From an optimization exercise on the open Yosys and OpenROAD flow, aimed at small area; shortcuts taken in it are not production practice. The RTL was checked by simulation tests, not by an equivalence proof against the original design. Power figures rest on the tool's default switching activity, not on a simulated workload.

==> design/flow/design.v <==
package tank_pkg;
	typedef logic [9:0] coord_t;  
	typedef logic [2:0] dir_t;
	typedef logic [6:0] angle_t;  
	typedef logic [15:0] key_pair_t;
	typedef logic [31:0] key_word_t;
	typedef logic [25:0] tank_state_t;
	typedef logic [23:0] bullet_t;
endpackage
module tank_game_top (
	input  logic         Reset,      
	input  logic         frame_clk,  
	input  logic [31:0]  keys,       
	output logic [51:0]  tanks,      
	output logic [191:0] bullets,    
	output logic [1:0]   hit
);
	function automatic logic [9:0] step10(input logic [9:0] v, input logic en, input logic dn);
		logic c;
		c = en;
		for (int i = 0; i < 10; i++) begin
			step10[i] = v[i] ^ c;
			c = c & (v[i] ^ dn);
		end
	endfunction
	function automatic logic [8:0] step9(input logic [8:0] v, input logic en, input logic dn);
		logic c;
		c = en;
		for (int i = 0; i < 9; i++) begin
			step9[i] = v[i] ^ c;
			c = c & (v[i] ^ dn);
		end
	endfunction
	function automatic logic [6:0] step7(input logic [6:0] v, input logic en, input logic dn);
		logic c;
		c = en;
		for (int i = 0; i < 7; i++) begin
			step7[i] = v[i] ^ c;
			c = c & (v[i] ^ dn);
		end
	endfunction
	function automatic logic ge10(input logic [9:0] a, input logic [9:0] b);
		logic g;
		g = 1'b1;
		for (int i = 0; i < 10; i++) begin
			g = (a[i] & ~b[i]) | (a[i] & g) | (~b[i] & g);
		end
		ge10 = g;
	endfunction
	function automatic logic ge9(input logic [8:0] a, input logic [8:0] b);
		logic g;
		g = 1'b1;
		for (int i = 0; i < 9; i++) begin
			g = (a[i] & ~b[i]) | (a[i] & g) | (~b[i] & g);
		end
		ge9 = g;
	endfunction
	logic [1:0][9:0] tx;     
	logic [1:0][8:0] ty;     
	logic [1:0][2:0] bdir;
	logic [1:0][6:0] ang;
	logic [1:0]      latch;
	logic [3:0]      phase;  
	logic [1:0]      fire_go;
	logic [1:0][9:0] tx_n;
	logic [1:0][8:0] ty_n;
	logic [1:0][2:0] bdir_n;
	logic [1:0][6:0] ang_n;
	logic [1:0]      latch_n;
	logic [1:0][9:0] tx_end;  
	logic [1:0][8:0] ty_end;  
	logic [1:0][9:0] spawn_x;
	logic [1:0][8:0] spawn_y;  
	always_comb begin
		for (int t = 0; t < 2; t++) begin
			logic [7:0] kb, kt;
			logic kbz, ktz, k_left, k_down, k_up, k_right;
			logic x_min, x_max, y_min, y_max;
			kb = keys[(1-t)*16+8 +: 8];
			kt = keys[(1-t)*16 +: 8];
			kbz = ~|kb[7:3];
			ktz = ~|kt[7:2];
			k_left  = kbz & (kb[2:0] == 3'd1);
			k_down  = kbz & (kb[2:0] == 3'd2);
			k_up    = kbz & (kb[2:0] == 3'd3);
			k_right = kbz & (kb[2:0] == 3'd4);
			x_min = ~|tx[t];
			x_max = tx[t][9] & tx[t][6] & (&tx[t][4:0]);  
			y_min = ~|ty[t];
			y_max = ty[t][8] & ty[t][7] & (&ty[t][5:0]);  
			tx_n[t] = step10(tx[t], (k_left & ~x_min) | (k_right & ~x_max), k_left);
			ty_n[t] = step9(ty[t], (k_up & ~y_min) | (k_down & ~y_max), k_up);
			bdir_n[t] = k_left ? 3'd2 : k_down ? 3'd4 : k_up ? 3'd0 : k_right ? 3'd6 : bdir[t];
			ang_n[t] = step7(ang[t], ktz & (kt[1] ^ kt[0]), ktz & kt[1] & ~kt[0]);
			fire_go[t] = latch[t] & (phase == 4'd0);
			latch_n[t] = ~fire_go[t] & (latch[t] | (ktz & kt[1] & kt[0]));
			tx_end[t] = {step5(tx[t][9:5]), tx[t][4:0]};
			ty_end[t] = {step4(ty[t][8:5]), ty[t][4:0]};
			spawn_x[t] = {step6(tx[t][9:4]), tx[t][3:0]};
			spawn_y[t] = step9(ty[t], 1'b1, 1'b1);
		end
	end
	function automatic logic [4:0] step5(input logic [4:0] v);
		logic c;
		c = 1'b1;
		for (int i = 0; i < 5; i++) begin
			step5[i] = v[i] ^ c;
			c = c & v[i];
		end
	endfunction
	function automatic logic [3:0] step4(input logic [3:0] v);
		logic c;
		c = 1'b1;
		for (int i = 0; i < 4; i++) begin
			step4[i] = v[i] ^ c;
			c = c & v[i];
		end
	endfunction
	function automatic logic [5:0] step6(input logic [5:0] v);
		logic c;
		c = 1'b1;
		for (int i = 0; i < 6; i++) begin
			step6[i] = v[i] ^ c;
			c = c & v[i];
		end
	endfunction
	always_ff @(posedge Reset or posedge frame_clk) begin
		if (frame_clk) begin
			tx[0] <= 10'(200);
			ty[0] <= 9'(200);
			tx[1] <= 10'(400);
			ty[1] <= 9'(400);
			bdir <= '0;
			ang <= '0;
			latch <= '0;
			phase <= '0;
		end else begin
			tx <= tx_n;
			ty <= ty_n;
			bdir <= bdir_n;
			ang <= ang_n;
			latch <= latch_n;
			phase <= phase + 4'd1;
		end
	end
	logic [7:0]      bv;
	logic [7:0][2:0] bd;
	logic [7:0][9:0] bx;
	logic [7:0][8:0] by;  
	logic [7:0]      bv_n;
	logic [7:0][2:0] bd_n;
	logic [7:0][9:0] bx_n;
	logic [7:0][8:0] by_n;
	logic [7:0][1:0] bhit;
	always_comb begin
		for (int b = 0; b < 8; b++) begin
			logic [2:0] d;
			logic off, keep, sel;
			d = bd[b];
			for (int k = 0; k < 2; k++) begin
				bhit[b][k] = bv[b]
					& ge10(bx[b], tx[k]) & ~ge10(bx[b], tx_end[k])
					& ge9(by[b], ty[k]) & ~ge9(by[b], ty_end[k]);
			end
			off = (bx[b][9] & (bx[b][8] | bx[b][7])) | (&by[b][8:5]);
			keep = bv[b] & ~off & ~(|bhit[b]);
			sel = fire_go[b/4] & ~bv[b];
			for (int j = (b/4)*4; j < b; j++) sel = sel & bv[j];
			bv_n[b] = sel | keep;
			bd_n[b] = sel ? ang[b/4][6:4] : (keep ? d : 3'd0);
			bx_n[b] = sel ? spawn_x[b/4] : (keep ? step10(bx[b], d[1] | d[0], ~d[2]) : 10'd0);
			by_n[b] = sel ? spawn_y[b/4] : (keep ? step9(by[b], ~d[1] | d[0], ~(d[2] ^ d[1])) : 9'd0);
		end
	end
	always_ff @(posedge Reset or posedge frame_clk) begin
		if (frame_clk) begin
			bv <= '0;
			bd <= '0;
			bx <= '0;
			by <= '0;
		end else begin
			bv <= bv_n;
			bd <= bd_n;
			bx <= bx_n;
			by <= by_n;
		end
	end
	always_comb begin
		for (int t = 0; t < 2; t++) begin
			tanks[t*26 +: 26] = {tx[t], 1'b0, ty[t], bdir[t], ang[t][6:4]};
		end
		for (int b = 0; b < 8; b++) begin
			bullets[b*24 +: 24] = {bv[b], bd[b], bx[b], &by[b], by[b]};
		end
		hit = '0;
		for (int b = 0; b < 8; b++) begin
			hit = hit | bhit[b];
		end
	end
endmodule
==> design/flow/run.sh <==
#!/bin/bash
# synth_recipe.tcl (not shown) runs the flow's synth.tcl, then flattens the netlist and writes it again
# the make line also repeats each setting of config.mk as NAME=value (left out here)
make -C /OpenROAD-flow-scripts/flow DESIGN_CONFIG=/design/flow/config.mk WORK_HOME=/design/flow/orfs CLKGATE_MAP_FILE= SYNTH_SCRIPT=/design/flow/synth_recipe.tcl finish
==> design/flow/config.mk <==
export PLATFORM = sky130hd
export DESIGN_NAME = tank_game_top
export DESIGN_NICKNAME = tank_game_top
export VERILOG_FILES = /design/flow/design.v
export SDC_FILE = /design/flow/constraint.sdc
export NUM_CORES = 4
export LEC_CHECK = 0
export CAP_MARGIN = 20
export CORE_MARGIN = 2
export CORE_UTILIZATION = 60
export CTS_BUF_LIST = sky130_fd_sc_hd__clkbuf_8
export PLACE_DENSITY = 0.75
export SLEW_MARGIN = 20
==> design/flow/constraint.sdc <==
create_clock -name core_clock -period 7.0 [get_ports {Reset}]
set_input_delay 1.4000 -clock core_clock [delete_from_list [all_inputs] [get_ports {Reset}]]
set_output_delay 1.4000 -clock core_clock [all_outputs]
set_load 0.01 [all_outputs]
==> run summary, run 1 <==
- Worst path required time: 5.60 ns
- Final hold vios: 0
- Clock Sink Count: 246
- Worst hold slack: 0.4958 ns
- N_diodes: 0
- Share of cells above drive strength 1: 0.04550
- Top_reg_cell synth: dfrtp_1
- Vias post-DR: 24760
- Mux contribution to synthesized area: 0.003341
- Clock Skew: 0.03268 ns
- Relative slew slack: 0.1634
- Gate power share: 0.222
- Pre-CTS setup slack: 0.8074 ns
- Cell variety after synth: 81
- Initial core utilization: 0.6106
- Post-Synthesis Cell Area: 21720 µm²
- Pre-antenna DRT Iters: 7
- Number of global-route vias before repair: 24060
- Max Root-Sink Buffers: 3
- I/O pin cnt: 280
- Clk Latency, worst-skew pair: 0.65 ns
- Initial antenna violation count: 0
- CP Class: flip-flop to output port
- Synth cell count leaders: xnor2_1 (251), nand2_1 (242), dfrtp_1 (234), nor2_1 (200), clkbuf_1 (174)
- Height of the die: 194.3 µm
- CORE AREA: 35570 µm²
- Worst-Margin Slew: 1.246 ns
- Net Switching: 0.001395 W
- Crit. End Element: output port
- Clk pwr share: 0.352
- Pins over their slew limit: 0
- Post-route insts no fill: 3428
- Pwr dens: 160.8 nW/µm²
- Initial DRC count: 3729
- Max Fclk: 146.0 MHz
- # rows: 69
- CP Launch Type: flip-flop
- WL per Instance: 27.90 µm
- Sequential share of power: 0.426
- Pleak: 9.511 nW
- Main combinational cell family by area after synthesis: compound AO/OA/AOI/OAI gates
- Synthesized flop and latch total: 246
- Setup tns final: 0 ns
- Final ANT Viol Nets: 0
- Die area: 37740 µm²
- Number of remaining DRC errors: 0
- PortBufs: 275
- Crit path time final: 6.848 ns
- Largest fanout on the critical path: 15
- Post-Synth Adder-Cell Area: 0.06210
- Yosys top cell by area: dfrtp_1
- Most common cell in the netlist: xnor2_1
- Fin area: 25190 µm²
- Post-Synth XOR/XNOR Area: 0.1330
- Final setup viols: 0
- Peak supply drop: 0.0002207 V
- Final WL: 95.63 mm
- Post-Place Cells: 3349
- Compound-Gate Fraction of Synth Area: 0.2346
- Post-DP HPWL: 69.34 mm
- Max-cap viol count: 0
- Hold Buf Count CTS: 0
- Post-synth top area share: 0.2696
- Final worst slack: 0.1525 ns
- RSZ-0062 raised after global routing: false
- Async set-reset flop share out of synthesis: 1.000
- # H-tree levels: 2
- Status: finished clean
- WP data arrival: 5.45 ns
- First-pass GRT wire length: 143.9 mm
- Final #Nets: 3005
- Gr ovfl total: 0
- Total GRT Usage: 0.4923
- Syn avg cell area: 7.688 µm²
- Int Power: 0.002655 W
- Die Wd: 194.3 µm
- Yosys warns: 1
- Hold Crit Class: flip-flop to flip-flop
- Clock Pin Slew Worst Setup and Hold Paths: 0.06 ns
- Post-synth EDFFs: 0
- Num CTS Buffers: 42
- Pin count of the biggest net entering global routing: 129
- Area contributors post-synth: dfrtp_1 (27%), xnor2_1 (10%), o22ai_1 (4.9%), nand2_1 (4.2%), maj3_1 (3.5%)
- CTS Root Cell: clkbuf_8
- Switching share of power: 0.3445
- Syn Inst Count: 2825
- Vias per inst: 7.222
- Synthesis-to-finish area growth: 15.99%
- Placer Congestion: 1.019
- Post-Synth Simple-Gate Area: 0.2079
- Worst reg-to-reg setup slack: 1.76 ns
- Placed Instance Area: 24280 µm²
- Ratio of final minimum period to clock period: 0.9782
- Sequential area share after synthesis: 0.2841
- TritonCTS clock tree: yes
## sequential cells by signal, summed over array words and instances (netlist names)
name	cells
ang	14
phase	4
bv	8
bx	80
by	72
ty	18
latch	2
bd	24
tx	20
bdir	4
## power groups by stage
stage	Sequential, W	Clock [W]	Combinational, W
after floorplan	0.00161	0	0.000619
after global placement	0.00172	0	0.000825
after detailed placement	0.00173	0	0.000864
after CTS	0.00170	0.00141	0.000875
after global routing	0.00173	0.00147	0.000952
final	0.00173	0.00142	0.000899
## repair_timing
action | 4_1_cts | 5_1_grt
setup endpoints to repair | 0 | 1
endpoints found under the hold margin | 0 | 0
gates resized for setup | 0 | 1
setup buffers | 0 | 0
## path summary, 6_finish.rpt
path                              startpoint                end  cells after the start
max in group asynchronous          frame_clk  ang[11]$_DFF_PP0_                      4
setup reg to reg            tx[17]$_DFF_PP1_   by[68]$_DFF_PP0_                     11
hold / removal             ang[10]$_DFF_PP0_  ang[10]$_DFF_PP0_                      1
hold reg to reg            ang[10]$_DFF_PP0_  ang[10]$_DFF_PP0_                      1
setup / recovery            tx[17]$_DFF_PP1_             hit[1]                     11
min in group asynchronous          frame_clk    by[3]$_DFF_PP0_                      3
## stage by stage
stage	total power, W	utilization
5_1_grt	0.004147	0.7082
2_1_floorplan	0.002231	-
4_1_cts	0.003984	0.7078
3_3_place_gp	0.002544	0.6825
3_5_place_dp	0.002590	0.6825
6_report	0.004050	0.7082
## kinds of logic after synthesis
| kind of cell | after synthesis |
|---|---|
| AND/OR/NAND/NOR | 919 |
| AO/OA/AOI/OAI | 787 |
| buffers and inverters | 412 |
| XOR/XNOR | 329 |
| flip-flops | 246 |
| adder cells (fa/ha/maj) | 124 |
| multiplexers | 7 |
| other | 1 |
## per-layer routing
layer	vias up	track usage	part of all wire
met5	-	0	0
met4	0	0.3353	0.078
met3	575	0.1023	0.13
met2	2290	0.7533	0.44
met1	11580	0.6267	0.35
li1	10320	-	-
## area by class of cell
type / instances / area [µm²]
Multi-Input combinational cell: 2170 / 13940
Fill cell: 2546 / 10380
Sequential cell: 246 / 6171
Timing Repair Buffer: 295 / 2928
Clock buffer: 57 / 784.5
Inverter: 178 / 671.9
Tap cell: 461 / 576.8
Clock inverter: 21 / 116.4
## cell usage in the layout, fill, tap and decap left out, types with 11 or more instances in the layout
cell type,netlist,final
a2111oi_0,17,16
a211oi_1,25,25
a21oi_1,133,133
a221oi_1,21,21
a22oi_1,18,18
a31oi_1,18,18
and3_1,27,27
buf_4,13,18
clkbuf_8,0,57
clkdlybuf4s50_1,0,275
dfrtp_1,234,234
dfstp_2,12,12
ha_1,38,38
inv_1,157,171
inv_2,11,11
maj3_1,76,76
nand2_1,242,242
nand2b_1,58,58
nand3_1,90,90
nand4_1,24,24
nor2_1,200,200
nor2b_1,73,73
nor3_1,93,93
o2111ai_1,16,16
o211ai_1,28,28
o21ai_0,131,130
o21ai_1,68,69
o221ai_1,26,26
o22ai_1,171,171
or3_1,40,40
xnor2_1,251,251
xor2_1,77,77
## worst max-delay path, stage by stage (launching register included)
cell and delay (ns):
dfstp_2 0.81, ha_1 0.22, ha_1 0.40, clkinv_1 0.47, o22ai_1 0.28, o21bai_1 0.27, o2111ai_1 0.26, a2111oi_0 0.38
o211ai_1 0.40, nor4_2 0.47, or4_1 0.28, clkdlybuf4s50_1 0.56
==> run 2: changes to the inputs <==
--- a/design/flow/design.v
+++ b/design/flow/design.v
@@ -56,2 +56,10 @@
 		ge9 = g;
+	endfunction
+	function automatic logic ge5(input logic [4:0] a, input logic [4:0] b);
+		logic g;
+		g = 1'b1;
+		for (int i = 0; i < 5; i++) begin
+			g = (a[i] & ~b[i]) | (a[i] & g) | (~b[i] & g);
+		end
+		ge5 = g;
 	endfunction
@@ -145,3 +153,3 @@
 	end
-	logic [7:0]      bv;
+	logic [7:0]      bv;  
 	logic [7:0][2:0] bd;
@@ -149,3 +157,2 @@
 	logic [7:0][8:0] by;  
-	logic [7:0]      bv_n;
 	logic [7:0][2:0] bd_n;
@@ -154,2 +161,7 @@
 	logic [7:0][1:0] bhit;
+	always_comb begin
+		for (int b = 0; b < 8; b++) begin
+			bv[b] = (|bd[b]) | (|bx[b][9:4]);
+		end
+	end
 	always_comb begin
@@ -161,4 +173,4 @@
 				bhit[b][k] = bv[b]
-					& ge10(bx[b], tx[k]) & ~ge10(bx[b], tx_end[k])
-					& ge9(by[b], ty[k]) & ~ge9(by[b], ty_end[k]);
+					& (ge5(bx[b][4:0], tx[k][4:0]) ? (bx[b][9:5] == tx[k][9:5]) : (bx[b][9:5] == tx_end[k][9:5]))
+					& (ge5(by[b][4:0], ty[k][4:0]) ? (by[b][8:5] == ty[k][8:5]) : (by[b][8:5] == ty_end[k][8:5]));
 			end
@@ -168,3 +180,2 @@
 			for (int j = (b/4)*4; j < b; j++) sel = sel & bv[j];
-			bv_n[b] = sel | keep;
 			bd_n[b] = sel ? ang[b/4][6:4] : (keep ? d : 3'd0);
@@ -176,3 +187,2 @@
 		if (frame_clk) begin
-			bv <= '0;
 			bd <= '0;
@@ -181,3 +191,2 @@
 		end else begin
-			bv <= bv_n;
 			bd <= bd_n;
==> design/flow/flow/run.sh (new file) <==
#!/bin/bash
# Own layout flow:
#  1. the standard synthesis (standard.sh synth), unchanged;
#  2. an area-oriented ABC re-map of its combinational logic only: every register
#     keeps its instance name and cell type (flatten.ys, remap.ys);
#  3. the standard layout from that netlist, with buf_1 as the port buffer
#     and a clock tree of fewer buffers.
# Each tool's full output goes to a log file of its own in this folder.
set -euo pipefail
W=$PWD
R=$W/orfs/results/$FLOW_PLATFORM/tank_game_top/base
LIB=$FLOW_HOME/platforms/$FLOW_PLATFORM/lib/sky130_fd_sc_hd__tt_025C_1v80.lib
YOSYS=$FLOW_HOME/../tools/install/yosys/bin/yosys
[[ -x $YOSYS ]] || YOSYS=$(command -v yosys)

bash standard.sh synth > $W/1_standard_synth.log 2>&1

mkdir -p $W/remap
cp $R/1_2_yosys.v $W/remap/std.v
cp $LIB $W/remap/lib.lib
cp $W/flow/area.abc $W/remap/area.abc
sed "s/TOP/$FLOW_TOP/" $W/flow/flatten.ys > $W/remap/flatten.ys
sed "s/TOP/$FLOW_TOP/" $W/flow/remap.ys > $W/remap/remap.ys
(cd $W/remap && $YOSYS -s flatten.ys) > $W/2_flatten_yosys.log 2>&1
(cd $W/remap && $YOSYS -s remap.ys) > $W/2_remap_yosys.log 2>&1
rm -f $W/remap/lib.lib

cp $W/remap/remapped.v $R/1_2_yosys.v
rm -f $R/1_synth.odb $R/1_synth.sdc
export BUFFER_PORTS_ARGS="-buffer_cell sky130_fd_sc_hd__buf_1"
# the buffers synthesis put on pass-through nets go before placement
export REMOVE_ABC_BUFFERS=1
# a shallow clock tree: big sink clusters, no dummy loads
export CTS_ARGS="-sink_clustering_enable -repair_clock_nets -buf_list sky130_fd_sc_hd__clkbuf_8 -sink_clustering_size 16 -sink_clustering_max_diameter 60 -dont_use_dummy_load"
bash standard.sh finish > $W/3_standard_layout.log 2>&1
==> design/flow/flow/area.abc (new file) <==
strash
dch
amap
mfs2
strash
dch
amap
topo
==> design/flow/flow/flatten.ys (new file) <==
# Step 1 of the re-map: the standard synthesis netlist with every combinational
# cell replaced by its liberty function. Registers and the tie cell stay cells.
read_liberty -ignore_miss_func lib.lib
blackbox sky130_fd_sc_hd__df* sky130_fd_sc_hd__conb_1
read_verilog std.v
hierarchy -top TOP
flatten
delete t:$scopeinfo
opt_clean -purge
opt -purge
write_verilog -noattr flat.v
==> design/flow/flow/remap.ys (new file) <==
# Step 2 of the re-map: an area-oriented ABC mapping of the combinational logic.
# The register instances keep their names and cell types.
read_liberty -lib lib.lib
read_verilog flat.v
hierarchy -top TOP
techmap
opt -purge
abc -liberty lib.lib -dont_use *lpflow* -dont_use *probe* -script area.abc
opt_clean -purge
hilomap -singleton -hicell sky130_fd_sc_hd__conb_1 HI -locell sky130_fd_sc_hd__conb_1 LO
splitnets
opt_clean -purge
insbuf -buf sky130_fd_sc_hd__buf_1 A X
check -assert -mapped
tee -o remap_stat.txt stat -liberty lib.lib
write_verilog -noattr -nohex -nodec remapped.v
==> design/flow/standard.sh (new file) <==
#!/bin/bash
# synth_recipe.tcl (not shown) runs the flow's synth.tcl, then flattens the netlist and writes it again
# the make line also repeats each setting of config.mk as NAME=value (left out here)
make -C /OpenROAD-flow-scripts/flow DESIGN_CONFIG=/design/flow/config.mk WORK_HOME=/design/flow/orfs CLKGATE_MAP_FILE= SYNTH_SCRIPT=/design/flow/synth_recipe.tcl "${@:-finish}"
--- a/design/flow/config.mk
+++ b/design/flow/config.mk
@@ -9,5 +9,6 @@
 export CORE_MARGIN = 2
-export CORE_UTILIZATION = 60
-export CTS_BUF_LIST = sky130_fd_sc_hd__clkbuf_8
-export PLACE_DENSITY = 0.75
+export CORE_UTILIZATION = 45
+export GPL_TIMING_DRIVEN = 0
+export PLACE_DENSITY = 0.65
+export SETUP_SLACK_MARGIN = 0.15
 export SLEW_MARGIN = 20
removed: design/flow/run.sh
==> run 2 against run 1 <==
Still clean on timing, DRC and antenna. Global-route usage fell by 9.7 points. Final cell count fell by 3.7%. First-iteration DRC count fell by 21%. Wire length fell by 9.1%. Area after synthesis fell by 15%. Sequential share of layout area rose by 5.2 points. Worst hold slack got worse by 0.017 ns. Maximum frequency rose by 0.48%. Non-clock buffer count fell by 7. Sequential cell count fell by 8. Critical path depth rose by 3. Clock power fell by 34%. Critical endpoint unchanged. Largest power group unchanged.
==> run summary, run 2 <==
- Synthesis-to-finish area growth: 8.968%
- Crit path time final: 6.815 ns
- CP Launch Type: flip-flop
- Final WL: 86.94 mm
- Final #Nets: 2804
- Initial DRC count: 2951
- Largest fanout on the critical path: 13
- Number of global-route vias before repair: 20400
- Hold Buf Count CTS: 0
- Worst path required time: 5.60 ns
- Reg2reg end: by[71]$_DFF_PP0_
- Crit path largest cell delay: 0.57 ns
- I/O pin cnt: 280
- Post-layout power: 0.004573 W
- Clock Skew: 0.05848 ns
- Worst reg-to-reg setup slack: 1.28 ns
- Die Wd: 206.8 µm
- Top flop regs: bx (80), by (72), bd (24)
- WP data arrival: 5.41 ns
- First-pass GRT wire length: 126.9 mm
- Worst Path Buf+Inv: 5
- Crit. End Element: output port
- Final worst slack: 0.1853 ns
- Die area: 42780 µm²
- Final ANT Viol Nets: 0
- Clock Pin Slew Worst Setup and Hold Paths: 0.07 ns
- Largest register FFs: 80
- Vias post-DR: 22470
- PortBufs: 275
- Yosys warns: 1
- Pwr dens: 226.7 nW/µm²
- Max Root-Sink Buffers: 3
- Clock Sink Count: 238
- RSZ-0062 raised after global routing: false
- # H-tree levels: 1
- Crit path cell chain: clkinv_2 -> nor2_2 -> clkinv_1 -> nor2_4 -> clkinvlp_4 -> o22ai_2 -> clkinv_1 -> a22oi_1 -> a31oi_1 -> a211oi_1 -> o2111ai_1 -> a2111oi_1 -> or3_1 -> buf_1
- Gr ovfl total: 0
- Peak supply drop: 0.0001476 V
- CP Class: flip-flop to output port
- WL per Instance: 26.34 µm
- Post-Synthesis Cell Area: 18510 µm²
- Initial antenna violation count: 1
- Worst-Margin Slew: 1.236 ns
- Initial core utilization: 0.4545
- Clk Latency, worst-skew pair: 0.68 ns
- Largest Register: bx
- Number of remaining DRC errors: 0
- Syn Inst Count: 2691
- Share of cells above drive strength 1: 0.04444
- Num CTS Buffers: 31
- Placer Congestion: 0.9883
- Pleak: 7.048 nW
- Reg2reg start: tx[7]$_DFF_PP1_
- Height of the die: 206.8 µm
- Status: finished clean
- Pins over their slew limit: 0
- Pin count of the biggest net entering global routing: 76
- Syn avg cell area: 6.880 µm²
- Setup crit end: hit[1]
- Leading cell type in the layout, fill and taps excluded: o22ai_1
- Most frequent CP cell: clkinv_1
- Final setup viols: 0
- Worst hold slack: 0.4790 ns
- CTS Root Cell: clkbuf_8
- # rows: 74
- Placed Instance Area: 19460 µm²
- CP Depth: 14
- Slowest-stage cell, CP: dfrtp_2
- Post-DP HPWL: 63.46 mm
- Total GRT Usage: 0.3948
- Fin area: 20170 µm²
- Pre-CTS setup slack: -0.7606 ns
- Fillers: 4155
- Worst reg2reg path depth: 14
- Relative slew slack: 0.1685
- Setup crit start: ty[14]$_DFF_PP0_
- Final hold vios: 0
- Vias per inst: 6.807
- Crit-path leading delay family: compound AO/OA/AOI/OAI gates
- Most frequent cells in the layout: o22ai_1 (432), nor2_1 (376), clkinv_1 (371)
- Ratio of final minimum period to clock period: 0.9735
- CORE AREA: 40740 µm²
- Max-cap viol count: 0
- Pre-antenna DRT Iters: 6
- Hold Crit Class: flip-flop to flip-flop
- TritonCTS clock tree: yes
- Max Fclk: 146.7 MHz
==> run 2: power by group <==
| group | total (W) | switching, W | leakage [nW] | internal, W |
|---|---|---|---|---|
| clock network | 0.000941 | 0.000553 | 0.223 | 0.000388 |
| registers | 0.00185 | 0.000341 | 3.10 | 0.00151 |
| logic | 0.00178 | 0.00122 | 3.73 | 0.000566 |
==> run 2: through the flow <==
step	setup TNS [ns]	instances	utilization
2_1_floorplan	0	2448	-
3_3_place_gp	-224.27	3255	0.4737
3_5_place_dp	-2.713	3262	0.4776
4_1_cts	0	3295	0.4926
5_1_grt	0	3300	0.4951
6_report	0	3301	0.4952
==> run 2: final cells by class <==
| cell class | instances | area (µm²) | share of cell area |
|---|---|---|---|
| Sequential cell | 238 | 5991 | 0.2969 |
| Antenna cell | 1 | 2.502 | 0.0001240 |
| Timing Repair Buffer | 288 | 1212 | 0.06010 |
| Tap cell | 532 | 665.6 | 0.03299 |
| Inverter | 402 | 1588 | 0.07870 |
| Clock buffer | 31 | 426.7 | 0.02115 |
| Timing Repair inverter | 1 | 5.005 | 0.0002481 |
| Multi-Input combinational cell | 1808 | 10280 | 0.5097 |
==> run 2: worst min-delay path by stage <==
stage | start | to | slack, ns | cells after the start
after floorplan | phase[1]$_DFF_PP0_ | phase[1]$_DFF_PP0_ | 0.45 | 1
after global placement | phase[1]$_DFF_PP0_ | phase[1]$_DFF_PP0_ | 0.46 | 1
after detailed placement | phase[1]$_DFF_PP0_ | phase[1]$_DFF_PP0_ | 0.46 | 1
after CTS | phase[0]$_DFF_PP0_ | phase[0]$_DFF_PP0_ | 0.48 | 1
after global routing | phase[0]$_DFF_PP0_ | phase[0]$_DFF_PP0_ | 0.50 | 1
final | phase[0]$_DFF_PP0_ | phase[0]$_DFF_PP0_ | 0.48 | 1
==> run 2: layer usage <==
| metal | track usage | wire length [µm] |
|---|---|---|
| met5 | 0 | 0 |
| met4 | 0.1662 | 3827 |
| met3 | 0.1080 | 11070 |
| met2 | 0.5904 | 37420 |
| met1 | 0.5371 | 34630 |
==> run 2: repair_timing <==
item / in CTS / in global routing
pin swaps: 0 / 1
endpoints found under the setup margin: 103 / 2
gates resized for setup: 68 / 27
buffers inserted: 2 / 4
cloned: 0 / 1
==> run 3: changes to the inputs <==
--- a/design/flow/flow/run.sh
+++ b/design/flow/flow/run.sh
@@ -33,3 +33,3 @@
 # a shallow clock tree: big sink clusters, no dummy loads
-export CTS_ARGS="-sink_clustering_enable -repair_clock_nets -buf_list sky130_fd_sc_hd__clkbuf_8 -sink_clustering_size 16 -sink_clustering_max_diameter 60 -dont_use_dummy_load"
+export CTS_ARGS="-sink_clustering_enable -repair_clock_nets -buf_list sky130_fd_sc_hd__clkbuf_8 -sink_clustering_size 16 -sink_clustering_max_diameter 90 -dont_use_dummy_load"
 bash standard.sh finish > $W/3_standard_layout.log 2>&1
==> run 3 against run 2 <==
Critical path depth unchanged. Register-to-register slack about the same. Largest cell class unchanged. Clock-buffer cell count decreased by 11. Via count increased by 0.26%. Sequential power about the same. Critical endpoint unchanged. Critical path type unchanged. Core utilization decreased by 0.47 points.
==> run summary, run 3 <==
- Status: finished clean
- Crit-path leading delay family: compound AO/OA/AOI/OAI gates
- Gr ovfl total: 0
- Worst reg-to-reg setup slack: 1.29 ns
- Reg2reg end: bx[22]$_DFF_PP0_
- CORE AREA: 40740 µm²
- Largest Register: bx
- N_diodes: 0
- Initial DRC count: 2970
- Fillers: 4191
- WP data arrival: 5.38 ns
- Yosys warns: 1
- Clock Sink Count: 238
- Die Wd: 206.8 µm
- CTS Root Cell: clkbuf_8
- Ratio of final minimum period to clock period: 0.9684
- Reg2reg start: ty[14]$_DFF_PP0_
- Hold EP: phase[1]$_DFF_PP0_
- Post-DP HPWL: 63.46 mm
- Most frequent cells in the layout: o22ai_1 (432), nor2_1 (377), clkinv_1 (373)
- Most frequent CP cell: clkinv_1
- Num CTS Buffers: 20
- Largest fanout on the critical path: 13
- I/O pin cnt: 280
- Syn avg cell area: 6.880 µm²
- Initial core utilization: 0.4545
- Final ANT Viol Nets: 0
- Post-Synthesis Cell Area: 18510 µm²
- PortBufs: 275
- Pins over their slew limit: 0
- Final setup viols: 0
- Vias post-DR: 22530
- Worst path required time: 5.60 ns
- First-pass GRT wire length: 126.7 mm
- Pleak: 6.961 nW
- Height of the die: 206.8 µm
- Initial antenna violation count: 0
- Worst-Margin Slew: 1.107 ns
- Max Fclk: 147.5 MHz
- TritonCTS clock tree: yes
- Max-cap viol count: 0
- Vias per inst: 6.856
- Peak supply drop: 0.0001339 V
- Hold Crit Class: flip-flop to flip-flop
- Slowest-stage cell, CP: dfrtp_2
- Pre-CTS setup slack: -0.7606 ns
- Final hold vios: 0
- Max Root-Sink Buffers: 3
- # rows: 74
- Pin count of the biggest net entering global routing: 76
- WL per Instance: 26.40 µm
- # H-tree levels: 1
- Hold_sp: phase[1]$_DFF_PP0_
- Leading cell type in the layout, fill and taps excluded: o22ai_1
- Hold Buf Count CTS: 0
- Placer Congestion: 0.9883
- RSZ-0062 raised after global routing: false
- Clk Latency, worst-skew pair: 0.63 ns
- Total GRT Usage: 0.3936
- Clock Skew: 0.08916 ns
- Final WL: 86.76 mm
- Crit path time final: 6.779 ns
- Final worst slack: 0.2210 ns
- Die area: 42780 µm²
- CP Class: flip-flop to output port
- Syn Inst Count: 2691
- CP Launch Type: flip-flop
- Largest register FFs: 80
- Pre-antenna DRT Iters: 7
- Crit. End Element: output port
- Core Util, Final: 0.4905
- Share of cells above drive strength 1: 0.03813
- Hold path cells: 1
- Crit path largest cell delay: 0.59 ns
- Number of global-route vias before repair: 20310
- Synthesis-to-finish area growth: 7.934%
- Worst reg2reg path depth: 14
- Clock Pin Slew Worst Setup and Hold Paths: 0.10 ns
- Number of remaining DRC errors: 0
- Final #Nets: 2790
- Crit path cell chain: clkinv_2 -> nor2_2 -> clkinv_1 -> nor2_4 -> clkinvlp_4 -> o22ai_2 -> clkinv_1 -> a22oi_1 -> a31oi_1 -> a211oi_1 -> o2111ai_1 -> a2111oi_1 -> or3_1 -> buf_1
- Pwr dens: 220.2 nW/µm²
- Worst Path Buf+Inv: 5
- Top flop regs: bx (80), by (72), bd (24)
- Post-layout power: 0.004401 W
- Relative slew slack: 0.2605
-- run 3: changes by cell type in the layout (fill, tap and decap cells not counted), sizes merged --
cell and change:
diode -1, clkbuf -11, inv -2, clkinvlp -2
clkinv +3, buf -2
-- run 3: worst register-to-register path, stage by stage (launching register included) --
cell,delay (ns)
dfrtp_2,0.59
clkinv_2,0.35
nor2_2,0.37
clkinv_1,0.35
nor2_4,0.29
clkinvlp_4,0.28
o22ai_2,0.31
clkinv_1,0.26
a22oi_1,0.24
a31oi_1,0.31
a211oi_1,0.33
o2111ai_1,0.15
a2111oi_1,0.50
or4_1,0.92
o22ai_1,0.22
-- run 3: layout make-up --
class                      instances  area [µm²]  area share
timing repair buffer             286        1197     0.05992
multi-input combinational       1808       10280      0.5145
sequential                       238        5992      0.2999
clock buffer                      20       275.3     0.01377
inverter                         402        1572     0.07864
tap                              532       665.6     0.03331
-- run 3: routing by layer --
metal	track usage	routed length, µm
met1	0.5391	34480
met3	0.1009	10900
met2	0.5940	37460
met4	0.1550	3916
met5	0	0
-- run 3: worst max path at each step --
stage	cells after the start	slack [ns]	start	end
6_report	14	0.22	ty[14]$_DFF_PP0_	hit[1]
3_3_place_gp	2	-0.95	frame_clk	by[45]$_DFF_PP0_
3_5_place_dp	17	-0.76	tx[5]$_DFF_PP0_	hit[0]
4_1_cts	13	0.17	tx[16]$_DFF_PP0_	hit[1]
5_1_grt	17	0.15	tx[15]$_DFF_PP0_	hit[1]
2_1_floorplan	1	1.26	frame_clk	ang[0]$_DFF_PP0_
-- run 3: timing repair --
item / in CTS / in global routing
resized for setup: 65 / 23
endpoints found under the setup margin: 94 / 2
pin swaps: 0 / 1
setup buffers: 2 / 2
-- run 3: where the power goes --
part | internal (W) | switching, W
clock network | 0.000257 | 0.000520
logic | 0.000562 | 0.00121
registers | 0.00151 | 0.000340
total | 0.00233 | 0.00207
-- run 3: through the flow --
| step | hold slack (ns) | instance area, µm² | TNS (ns) | std cells |
|---|---|---|---|---|
| 3_3_place_gp | 0.4571 | 19300 | -224.27 | 3255 |
| 3_5_place_dp | 0.4648 | 19460 | -2.713 | 3262 |
| 4_1_cts | 0.4727 | 19900 | 0 | 3284 |
| 2_1_floorplan | 0.4471 | 17600 | 0 | 2448 |
| 6_report | 0.4709 | 19980 | 0 | 3286 |
| 5_1_grt | 0.5019 | 19980 | 0 | 3286 |
==> run 4: changes to the inputs <==
--- a/design/flow/config.mk
+++ b/design/flow/config.mk
@@ -12,3 +12,3 @@
 export PLACE_DENSITY = 0.65
-export SETUP_SLACK_MARGIN = 0.15
+export SETUP_SLACK_MARGIN = 0.1
 export SLEW_MARGIN = 20
==> run 4 against run 3 <==
Sequential cell count is the same. Clock-buffer cell count is the same. First-iteration DRC count shrank 2.5%. Wire length shrank 0.23%. Core utilization is the same. Non-clock buffer count is the same. Final cell count is the same. Worst hold slack gained 0.00085 ns. Critical path depth grew 2. Clock skew grew 0.0055 ns. Critical path type unchanged. Largest power group unchanged.
==> run summary, run 4 <==
- # rows: 74
- Pre-CTS setup slack: -0.7606 ns
- WP data arrival: 5.40 ns
- Gr ovfl total: 0
- Area occupied by registers: 5996 µm²
- Max-cap viol count: 0
- Synthesis-to-finish area growth: 7.934%
- Share of cells above drive strength 1: 0.03704
- TritonCTS clock tree: yes
- Setup crit start: ty[6]$_DFF_PP1_
- Worst-Margin Slew: 1.130 ns
- Most frequent CP cell: clkinv_2
- Fin area: 19980 µm²
- Number of global-route vias before repair: 20320
- Clock Skew: 0.09462 ns
- WL per Instance: 26.34 µm
- Clock Pin Slew Worst Setup and Hold Paths: 0.10 ns
- Clock Sink Count: 238
- Met2 usage: 0.5941
- RSZ-0062 raised after global routing: true
- CTS Root Cell: clkbuf_8
- Post-layout power: 0.004403 W
- GRT busiest layer: met2
- Pins over their slew limit: 0
- Final ANT Viol Nets: 0
- # H-tree levels: 1
- Largest register FFs: 80
- Crit. End Element: output port
- Pre-antenna DRT Iters: 6
- Crit path largest cell delay: 0.78 ns
- Placed Instance Area: 19460 µm²
- PortBufs: 275
- Max Fclk: 147.0 MHz
- Global Route met1 Usage: 0.5392
- Post-Synthesis Cell Area: 18510 µm²
- Fillers: 4183
- Final WL: 86.56 mm
- Largest fanout on the critical path: 12
- First-pass GRT wire length: 126.7 mm
- Post-Place Cells: 3262
- Clk Latency, worst-skew pair: 0.64 ns
- Num CTS Buffers: 20
- Initial core utilization: 0.4545
- Final worst slack: 0.1959 ns
- Height of the die: 206.8 µm
- Peak supply drop: 0.0001352 V
- Placer Congestion: 0.9883
- Leading cell type in the layout, fill and taps excluded: o22ai_1
- Reg2reg start: ty[14]$_DFF_PP0_
- CORE AREA: 40740 µm²
- CP Launch Type: flip-flop
- GR Util met3: 0.1005
- Die area: 42780 µm²
- Ratio of final minimum period to clock period: 0.9720
- Syn Inst Count: 2691
- Vias per inst: 6.835
- Initial DRC count: 2896
- I/O pin cnt: 280
- N_diodes: 0
- Pin count of the biggest net entering global routing: 76
- Final hold vios: 0
- CP Class: flip-flop to output port
- Status: finished clean
- Slowest-stage cell, CP: dfstp_2
- Crit path cell chain: clkinv_2 -> nor2_1 -> clkinv_1 -> nor2_4 -> clkinvlp_4 -> o21ai_2 -> clkinv_2 -> o22ai_1 -> a2111oi_0 -> a32oi_1 -> nor3_1 -> o21ai_0 -> nor3b_1 -> or4_1 -> or3_1 -> buf_1
- Number of remaining DRC errors: 0
- Hold_sp: phase[1]$_DFF_PP0_
- Pwr dens: 220.3 nW/µm²
- Most frequent cells in the layout: o22ai_1 (432), nor2_1 (378), clkinv_1 (374)
- Syn avg cell area: 6.880 µm²
- Vias post-DR: 22460
- Crit path time final: 6.804 ns
- Worst path required time: 5.60 ns
- Yosys warns: 1
- Final #Nets: 2790
- Die Wd: 206.8 µm
- Pleak: 6.964 nW
- Hold Crit Class: flip-flop to flip-flop
- Final setup viols: 0
- Total GRT Usage: 0.3935
- Area of the multi-input gates: 10280 µm²
- Max Root-Sink Buffers: 3
- Initial antenna violation count: 0
- Largest Register: bx
- Top flop regs: bx (80), by (72), bd (24)
- Worst hold slack: 0.4718 ns
- Post-DP HPWL: 63.46 mm
- Relative slew slack: 0.2469
- Post-route insts no fill: 3286
## run 4: repair_timing
item	4_1_cts	5_1_grt
buffers inserted	2	2
setup endpoints to repair	74	2
hold buffers	0	0
hold endpoints to repair	0	0
pin swaps	0	1
gates resized for setup	61	26
## run 4: final timing paths
path	end	slack, ns	depth (start not counted)
min in group asynchronous	tx[2]$_DFF_PP0_	0.79	2
min reg2reg	phase[1]$_DFF_PP0_	0.47	1
max reg2reg	bx[20]$_DFF_PP0_	1.25	14
max	hit[0]	0.20	16
max in group asynchronous	ty[17]$_DFF_PP1_	5.11	4
min	phase[1]$_DFF_PP0_	0.47	1
## run 4: report_power, final
| group | internal, W | switching (W) |
|---|---|---|
| registers | 0.00151 | 0.000339 |
| clock network | 0.000257 | 0.000522 |
| logic | 0.000562 | 0.00121 |
## run 4: per-layer routing
| metal | vias up | wire (µm) |
|---|---|---|
| li1 | 10050 | - |
| met3 | 194 | 10800 |
| met2 | 1545 | 37480 |
| met1 | 10670 | 34560 |
| met4 | 0 | 3717 |
| met5 | - | 0 |
## run 4: cell type report
| class | count | share of cell area |
|---|---|---|
| multi-input cells | 1808 | 0.5146 |
| inverters | 402 | 0.07833 |
| clock buffers | 20 | 0.01377 |
| repair buffers | 286 | 0.05992 |
| flip-flops and latches | 238 | 0.3000 |
| well taps | 532 | 0.03331 |
## run 4: per-stage QoR
stage                       util  setup TNS, ns
after global placement    0.4737        -224.27
after global routing      0.4905              0
after CTS                 0.4883              0
after floorplan                -              0
final                     0.4905              0
after detailed placement  0.4776         -2.713
## run 4: critical path: cells and delay by family (launching register included)
kind	cells	cell delay, ns
simple gates	6	1.54
buf+inv	5	1.34
flops	1	0.78
compound gates	5	1.10

[afterwards: timing with drivers on the ports]
The flow's constraints put no driver on any port. The routed layouts listed below were extracted and timed again, unchanged, in two steps.
Step 1, drivers: a clkbuf_16 drives Reset and a buf_2 each remaining input, both assumed.
Step 2 adds t to the input delays and takes it off the output delays; t is the mean of the earliest and latest rising clock arrival at the registers after step 1. Input paths then give back, and output paths get back, about the clock's delay inside the block.
Three values: no drivers, after step 1, after step 2; two values: the first two.
run	shift t [ns]	slack for setup (ns)	clock arrival spread, ns	worst slew at a driven data input, ns	cell pins on the clock port's net
run 1	0.683	0.152 / 0.098 / 0.782	0.033 / 0.033	0.05	1
run 2	0.699	0.185 / 0.133 / 0.831	0.060 / 0.059	0.04	1
run 3	0.642	0.221 / 0.168 / 0.810	0.090 / 0.090	0.03	1
run 4	0.645	0.196 / 0.143 / 0.788	0.096 / 0.095	0.04	1
After both steps every run listed still meets setup and hold.
